What follows belongs to an exercise in optimizing a design on an open flow for small area, a short achievable clock period and few clock cycles per item; a production flow would make more cautious choices.
At most, simulation tests tie the RTL to the original design; equivalence was not proved.

P:
==> flow/design.v <==
module aes_key_expand #(
  parameter int KEY_BITS = 256
) (
  input  logic                clk,
  input  logic                rst,
  input  logic                start,
  input  logic [KEY_BITS-1:0] key_in,
  output logic                busy,
  output logic [127:0]        rk_out,
  output logic [3:0]          rk_idx,
  output logic                rk_valid,
  input  logic                rk_ready,
  output logic                done
);
  logic [255:0] st;      
  logic [3:0]   idx;     
  logic         act;     
  logic         vld;     
  logic [31:0]  sw, p0, p1, p2, p3, rc;
  logic [127:0] nw;
  logic [7:0]   rcon;
  logic         adv;
  for (genvar b = 0; b < 4; b++) begin : g_sbox
    aes_ks_sbox u_sbox (.x(st[224+8*b +: 8]), .y(sw[8*b +: 8]));
  end
  aes_ks_mix u_mix (.sw(sw), .rot(!idx[0]), .p({p3, p2, p1, p0}), .nw(nw));
  assign busy     = vld;
  assign rk_valid = vld;
  assign rk_out   = st[127:0];
  assign rk_idx   = idx;
  always_comb begin
    rcon = 8'h01 << idx[3:1];
    rc = idx[0] ? 32'h0 : {24'h0, rcon};
    p0 = st[31:0] ^ rc;
    p1 = p0 ^ st[63:32];
    p2 = p1 ^ st[95:64];
    p3 = p2 ^ st[127:96];
    adv = rk_ready;
  end
  always_ff @(posedge clk) begin
    if (!act) st <= key_in;
    else if (adv) st <= {nw, st[255:128]};
  end
  always_ff @(posedge clk or posedge rst) begin
    if (rst) begin
      act <= 1'b0;
      vld <= 1'b0;
      idx <= 4'd0;
      done <= 1'b0;
    end else begin
      done <= 1'b0;
      if (!vld) vld <= start;
      else if (adv && idx == 4'd14) vld <= 1'b0;
      if (!act) begin
        idx <= 4'd0;
        if (start) act <= 1'b1;
      end else if (adv) begin
        idx <= idx + 4'd1;
        if (idx == 4'd14) begin
          act <= 1'b0;
          done <= 1'b1;
        end
      end
    end
  end
endmodule
module aes_ks_sbox (
  input  logic [7:0] x,
  output logic [7:0] y
);
  function automatic logic [7:0] sbox(input logic [7:0] x);
    logic u0, u1, u2, u3, u4, u5, u6, u7;
    logic t1, t2, t3, t4, t5, t6, t7, t8, t9, t10, t11, t12, t13, t14, t15, t16, t17, t18, t19;
    logic t20, t21, t22, t23, t24, t25, t26, t27;
    logic m1, m2, m3, m4, m5, m6, m7, m8, m9, m10, m11, m12, m13, m14, m15, m16, m17, m18, m19;
    logic m20, m21, m22, m23, m24, m25, m26, m27, m28, m29, m30, m31, m32, m33, m34, m35, m36;
    logic m37, m38, m39, m40, m41, m42, m43, m44, m45, m46, m47, m48, m49, m50, m51, m52, m53;
    logic m54, m55, m56, m57, m58, m59, m60, m61, m62, m63;
    logic l0, l1, l2, l3, l4, l5, l6, l7, l8, l9, l10, l11, l12, l13, l14, l15, l16, l17, l18;
    logic l19, l20, l21, l22, l23, l24, l25, l26, l27, l28, l29;
    u0 = x[7]; u1 = x[6]; u2 = x[5]; u3 = x[4]; u4 = x[3]; u5 = x[2]; u6 = x[1]; u7 = x[0];
    t1 = u0 ^ u3;   t2 = u0 ^ u5;   t3 = u0 ^ u6;   t4 = u3 ^ u5;   t5 = u4 ^ u6;
    t6 = t1 ^ t5;   t7 = u1 ^ u2;   t8 = u7 ^ t6;   t9 = u7 ^ t7;   t10 = t6 ^ t7;
    t11 = u1 ^ u5;  t12 = u2 ^ u5;  t13 = t3 ^ t4;  t14 = t6 ^ t11; t15 = t5 ^ t11;
    t16 = t5 ^ t12; t17 = t9 ^ t16; t18 = u3 ^ u7;  t19 = t7 ^ t18; t20 = t1 ^ t19;
    t21 = u6 ^ u7;  t22 = t7 ^ t21; t23 = t2 ^ t22; t24 = t2 ^ t10; t25 = t20 ^ t17;
    t26 = t3 ^ t16; t27 = t1 ^ t12;
    m1 = t13 & t6;  m2 = t23 & t8;  m3 = t14 ^ m1;  m4 = t19 & u7;  m5 = m4 ^ m1;
    m6 = t3 & t16;  m7 = t22 & t9;  m8 = t26 ^ m6;  m9 = t20 & t17; m10 = m9 ^ m6;
    m11 = t1 & t15; m12 = t4 & t27; m13 = m12 ^ m11; m14 = t2 & t10; m15 = m14 ^ m11;
    m16 = m3 ^ m2;  m17 = m5 ^ t24; m18 = m8 ^ m7;  m19 = m10 ^ m15; m20 = m16 ^ m13;
    m21 = m17 ^ m15; m22 = m18 ^ m13; m23 = m19 ^ t25; m24 = m22 ^ m23; m25 = m22 & m20;
    m26 = m21 ^ m25; m27 = m20 ^ m21; m28 = m23 ^ m25; m29 = m28 & m27; m30 = m26 & m24;
    m31 = m20 & m23; m32 = m27 & m31; m33 = m27 ^ m25; m34 = m21 & m22; m35 = m24 & m34;
    m36 = m24 ^ m25; m37 = m21 ^ m29; m38 = m32 ^ m33; m39 = m23 ^ m30; m40 = m35 ^ m36;
    m41 = m38 ^ m40; m42 = m37 ^ m39; m43 = m37 ^ m38; m44 = m39 ^ m40; m45 = m42 ^ m41;
    m46 = m44 & t6;  m47 = m40 & t8;  m48 = m39 & u7;  m49 = m43 & t16; m50 = m38 & t9;
    m51 = m37 & t17; m52 = m42 & t15; m53 = m45 & t27; m54 = m41 & t10; m55 = m44 & t13;
    m56 = m40 & t23; m57 = m39 & t19; m58 = m43 & t3;  m59 = m38 & t22; m60 = m37 & t20;
    m61 = m42 & t1;  m62 = m45 & t4;  m63 = m41 & t2;
    l0 = m61 ^ m62;  l1 = m50 ^ m56;  l2 = m46 ^ m48;  l3 = m47 ^ m55;  l4 = m54 ^ m58;
    l5 = m49 ^ m61;  l6 = m62 ^ l5;   l7 = m46 ^ l3;   l8 = m51 ^ m59;  l9 = m52 ^ m53;
    l10 = m53 ^ l4;  l11 = m60 ^ l2;  l12 = m48 ^ m51; l13 = m50 ^ l0;  l14 = m52 ^ m61;
    l15 = m55 ^ l1;  l16 = m56 ^ l0;  l17 = m57 ^ l1;  l18 = m58 ^ l8;  l19 = m63 ^ l4;
    l20 = l0 ^ l1;   l21 = l1 ^ l7;   l22 = l3 ^ l12;  l23 = l18 ^ l2;  l24 = l15 ^ l9;
    l25 = l6 ^ l10;  l26 = l7 ^ l9;   l27 = l8 ^ l10;  l28 = l11 ^ l14; l29 = l11 ^ l17;
    sbox[7] = l6 ^ l24;
    sbox[6] = ~(l16 ^ l26);
    sbox[5] = ~(l19 ^ l28);
    sbox[4] = l6 ^ l21;
    sbox[3] = l20 ^ l22;
    sbox[2] = l25 ^ l29;
    sbox[1] = ~(l13 ^ l27);
    sbox[0] = ~(l6 ^ l23);
  endfunction
  assign y = sbox(x);
endmodule
module aes_ks_mix (
  input  logic [31:0]  sw,
  input  logic         rot,
  input  logic [127:0] p,
  output logic [127:0] nw
);
  logic [31:0] t;
  assign t = rot ? {sw[7:0], sw[31:8]} : sw;
  assign nw = p ^ {4{t}};
endmodule
export LEC_CHECK = 0
export CAP_MARGIN = 20
export CORE_MARGIN = 2
export CORE_UTILIZATION = 60
export SLEW_MARGIN = 20
export SYNTH_HIERARCHICAL = 1
export SYNTH_MINIMUM_KEEP_SIZE = 0
create_clock -name core_clock -period 22.0 [get_ports {clk}]
standard.sh (not shown) runs the stock make flow with config.mk's settings and CLKGATE_MAP_FILE= SYNTH_SCRIPT=/design/flow/synth_recipe.tcl, a recipe that flattens the netlist after the stock synthesis.
==> flow/flow/run.sh <==
#!/bin/bash
# Standard ORFS layout (the standard.sh), with these changes:
#  - synthesis is the standard flow's own script, but ABC maps with flow/abc.script (area-oriented);
#  - ports are buffered with the small sky130_fd_sc_hd__buf_1 instead of the default pick;
#  - clock tree synthesis inserts no dummy loads;
#  - timing repair aims for a slack margin that leaves TARGET_NS (flow/target.txt) of the
#    clock period, so the layout is sized for a shorter period than the constraint asks.
# Each step's full log is in orfs/logs/; the make output is in synth.log and layout.log here.
set -euo pipefail
here=$(pwd)
export FLOW_WORK=$here
export MY_ABC_SCRIPT=$here/flow/abc.script
target=$(cat flow/target.txt)
extra=()
if [[ "$target" != "none" ]]; then
  margin=$(python3 -c "print(round($FLOW_PERIOD_NS - $target, 3))")
  extra+=("SETUP_SLACK_MARGIN=$margin")
fi
bash standard.sh "SYNTH_SCRIPT=$here/flow/my_synth.tcl" synth > "$here/synth.log" 2>&1
bash standard.sh "CTS_ARGS=-sink_clustering_enable -repair_clock_nets -dont_use_dummy_load" "BUFFER_PORTS_ARGS=-buffer_cell sky130_fd_sc_hd__buf_1" "${extra[@]}" finish > "$here/layout.log" 2>&1
==> flow/flow/abc.script <==
strash
map -a
==> flow/flow/my_synth.tcl <==
# The standard synthesis script (synth_recipe.tcl, in the work folder), with one change:
# every ABC mapping call uses the script named by MY_ABC_SCRIPT instead of ORFS's.
proc abc {args} {
  set i [lsearch -exact $args -script]
  if {$i >= 0} { lset args [expr {$i + 1}] $::env(MY_ABC_SCRIPT) }
  yosys abc {*}$args
}
source $::env(FLOW_WORK)/synth_recipe.tcl
==> flow/flow/target.txt <==
5.7
Testbench counts of P, summed over its fixed seeds: cycles 3,072, round keys 2,880.
Input changes introduced in Q (baseline for comparison: P):
-- flow/design.v --
<<< P, line 17
  logic         act;     
  logic         vld;     
  logic [31:0]  sw, p0, p1, p2, p3, rc;
  logic [127:0] nw;
>>> Q, line 17
  logic         act;     
  logic         vld;     
  logic [3:0]   ridx;    
  logic [31:0]  sw, p0, p1, p2, p3, rc;
  logic [127:0] nw;
<<< P, line 28
  assign rk_valid = vld;
  assign rk_out   = st[127:0];
  assign rk_idx   = idx;
  always_comb begin
    rcon = 8'h01 << idx[3:1];
>>> Q, line 29
  assign rk_valid = vld;
  assign rk_out   = st[127:0];
  assign rk_idx   = ridx;
  always_comb begin
    rcon = 8'h01 << idx[3:1];
<<< P, line 38
    adv = rk_ready;
  end
  always_ff @(posedge clk) begin
    if (!act) st <= key_in;
    else if (adv) st <= {nw, st[255:128]};
  end
  always_ff @(posedge clk or posedge rst) begin
>>> Q, line 39
    adv = rk_ready;
  end
  logic [3:0] act_g, sel_ld, sel_sh, sel_hd;
  for (genvar g = 0; g < 4; g++) begin : g_act
    assign sel_ld[g] = !act_g[g];
    assign sel_sh[g] = act_g[g] && adv;
    assign sel_hd[g] = act_g[g] && !adv;
    always_ff @(posedge clk or posedge rst) begin
      if (rst) act_g[g] <= 1'b0;
      else if (!act_g[g]) act_g[g] <= start;
      else if (adv && idx == 4'd14) act_g[g] <= 1'b0;
    end
  end
  logic [255:0] st_d, st_n;
  assign st_n = {nw, st[255:128]};
  for (genvar j = 0; j < 256; j++) begin : g_sel
    aes_ks_sel u_sel (.ld(sel_ld[j/64]), .sh(sel_sh[j/64]), .hd(sel_hd[j/64]), .k(key_in[j]),
                      .n(st_n[j]), .q(st[j]), .d(st_d[j]));
  end
  always_ff @(posedge clk) begin
    st <= st_d;
  end
  always_ff @(posedge clk) begin
    if (!act) ridx <= 4'd0;
    else if (adv) ridx <= idx + 4'd1;
  end
  always_ff @(posedge clk or posedge rst) begin
<<< P, line 126
  assign nw = p ^ {4{t}};
endmodule
>>> Q, line 147
  assign nw = p ^ {4{t}};
endmodule
module aes_ks_sel (
  input  logic ld, sh, hd, k, n, q,
  output logic d
);
  assign d = (ld & k) | (sh & n) | (hd & q);
endmodule
Q completed; timing, DRC and antenna clean. Delta (Q minus P): final non-filler cell total went up about 0.9%; share of cell area taken by flip-flops and latches went down 9.6 points; worst setup slack went down 0.017 ns; synthesis-to-finish area growth went up 0.41 points.
The RTL of Q was laid out without a check of its function.

---

aes_key_expand, a different RTL version from the one above (not shown whole).
Size: about 2100 cells after synthesis, ~270 flip-flops, roughly 400 I/O pins, ~17000 um^2 of cells after synthesis.
==> module aes_key_expand, before the edit <==
module aes_key_expand #(
  parameter int KEY_BITS = 256
) (
  input  logic                clk,
  input  logic                rst,
  input  logic                start,
  input  logic [KEY_BITS-1:0] key_in,
  output logic                busy,
  output logic [127:0]        rk_out,
  output logic [3:0]          rk_idx,
  output logic                rk_valid,
  input  logic                rk_ready,
  output logic                done
);
  logic [255:0] st;      
  logic [3:0]   idx;     
  logic         act;     
  logic         vld;     
  logic [3:0]   ridx;    
  logic [31:0]  sw, p0, p1, p2, p3, rc;
  logic [127:0] nw;
  logic [7:0]   rcon;
  logic         adv;
  for (genvar b = 0; b < 4; b++) begin : g_sbox
    aes_ks_sbox u_sbox (.x(st[224+8*b +: 8]), .y(sw[8*b +: 8]));
  end
  aes_ks_mix u_mix (.sw(sw), .rot(!idx[0]), .p({p3, p2, p1, p0}), .nw(nw));
  assign busy     = vld;
  assign rk_valid = vld;
  assign rk_out   = st[127:0];
  assign rk_idx   = ridx;
  always_comb begin
    rcon = 8'h01 << idx[3:1];
    rc = idx[0] ? 32'h0 : {24'h0, rcon};
    p0 = st[31:0] ^ rc;
    p1 = p0 ^ st[63:32];
    p2 = p1 ^ st[95:64];
    p3 = p2 ^ st[127:96];
    adv = rk_ready;
  end
  logic sel_ld, sel_sh, sel_hd;
  assign sel_ld = !act;
  assign sel_sh = act && adv;
  assign sel_hd = act && !adv;
  logic [255:0] st_d, st_n;
  assign st_n = {nw, st[255:128]};
  for (genvar j = 0; j < 256; j++) begin : g_sel
    aes_ks_sel u_sel (.ld(sel_ld), .sh(sel_sh), .hd(sel_hd), .k(key_in[j]),
                      .n(st_n[j]), .q(st[j]), .d(st_d[j]));
  end
  always_ff @(posedge clk) begin
    st <= st_d;
  end
  always_ff @(posedge clk) begin
    if (!act) ridx <= 4'd0;
    else if (adv) ridx <= idx + 4'd1;
  end
  always_ff @(posedge clk or posedge rst) begin
    if (rst) begin
      act <= 1'b0;
      vld <= 1'b0;
      idx <= 4'd0;
      done <= 1'b0;
    end else begin
      done <= 1'b0;
      if (!vld) vld <= start;
      else if (adv && idx == 4'd14) vld <= 1'b0;
      if (!act) begin
        idx <= 4'd0;
        if (start) act <= 1'b1;
      end else if (adv) begin
        idx <= idx + 4'd1;
        if (idx == 4'd14) begin
          act <= 1'b0;
          done <= 1'b1;
        end
      end
    end
  end
endmodule
clock: 22.0 ns
lec_check: 0
cap_margin: 20
core_margin: 2
core_utilization: 60
slew_margin: 20
synth_hierarchical: 1
synth_minimum_keep_size: 0
Scripts as last shown in full above: flow/flow/run.sh, flow/flow/abc.script, flow/flow/my_synth.tcl, flow/flow/target.txt
Rerun with:
--- a/flow/design.v
+++ b/flow/design.v
@@ -13,25 +13,24 @@
   output logic                done
 );
   logic [255:0] st;      
   logic [3:0]   idx;     
   logic         act;     
   logic         vld;     
-  logic [3:0]   ridx;    
   logic [31:0]  sw, p0, p1, p2, p3, rc;
   logic [127:0] nw;
   logic [7:0]   rcon;
   logic         adv;
   for (genvar b = 0; b < 4; b++) begin : g_sbox
     aes_ks_sbox u_sbox (.x(st[224+8*b +: 8]), .y(sw[8*b +: 8]));
   end
   aes_ks_mix u_mix (.sw(sw), .rot(!idx[0]), .p({p3, p2, p1, p0}), .nw(nw));
   assign busy     = vld;
   assign rk_valid = vld;
   assign rk_out   = st[127:0];
-  assign rk_idx   = ridx;
+  assign rk_idx   = idx;
   always_comb begin
     rcon = 8'h01 << idx[3:1];
     rc = idx[0] ? 32'h0 : {24'h0, rcon};
     p0 = st[31:0] ^ rc;
     p1 = p0 ^ st[63:32];
     p2 = p1 ^ st[95:64];
@@ -47,16 +46,12 @@
   for (genvar j = 0; j < 256; j++) begin : g_sel
     aes_ks_sel u_sel (.ld(sel_ld), .sh(sel_sh), .hd(sel_hd), .k(key_in[j]),
                       .n(st_n[j]), .q(st[j]), .d(st_d[j]));
   end
   always_ff @(posedge clk) begin
     st <= st_d;
-  end
-  always_ff @(posedge clk) begin
-    if (!act) ridx <= 4'd0;
-    else if (adv) ridx <= idx + 4'd1;
   end
   always_ff @(posedge clk or posedge rst) begin
     if (rst) begin
       act <= 1'b0;
       vld <= 1'b0;
       idx <= 4'd0;
What happened: The new run produced a clean layout. Non-clock buffer count stays the same. Setup slack is worse by 6.9 ps. First-iteration DRC count decreases by 16%. Global-route usage is about the same. Via count decreases by about 0.37%. Sequential share of layout area decreases by 0.14 points. Critical path depth decreases by 5. Synthesized cell count decreases by about 0.8%. Hold slack stays flat. Clock-buffer cell count is unchanged. Wire length decreases by about 1.2%. Cell count decreases by 0.47%. Area after synthesis decreases by 0.76%.
Testbench counts after the change, summed over its fixed seeds: cycles 3,072, round keys 2,880.
For the first run of this note, only the layout was checked, not whether the RTL still works.

-- separate check: timing with driven ports --
No port has a modelled driver above. Below, the same layouts with a new extraction and two added sets of constraints. Step 1: set_driving_cell puts a clkbuf_16 on clk and a buf_2 on each other input, an assumption about the parent block. Step 2 adds t to the input delays and takes it off the output delays; t is the mean of the earliest and latest rising clock arrival at the registers after step 1. Input paths then give back, and output paths get back, about the clock's delay inside the block. Three values: ideal, step 1, step 2; two values: the first two.
run	t (ns)	slack for setup (ns)	hold slack, ns	worst data-port slew with drivers (ns)
P	0.594	16.366 / 16.314 / 15.881	0.505 / 0.505 / 0.505	0.07
Q	0.593	16.349 / 16.296 / 15.820	0.439 / 0.439 / 0.439	0.08
the first run of note 2	0.597	16.368 / 16.369 / 15.786	0.439 / 0.439 / 0.439	0.08
the second run of note 2	0.590	16.361 / 16.307 / 15.844	0.438 / 0.438 / 0.438	0.07
After both steps every run listed still meets setup and hold. The setup slack of the first run of note 2, which loses most, moves by +0.001 ns with the drivers and by -0.582 ns with both steps.
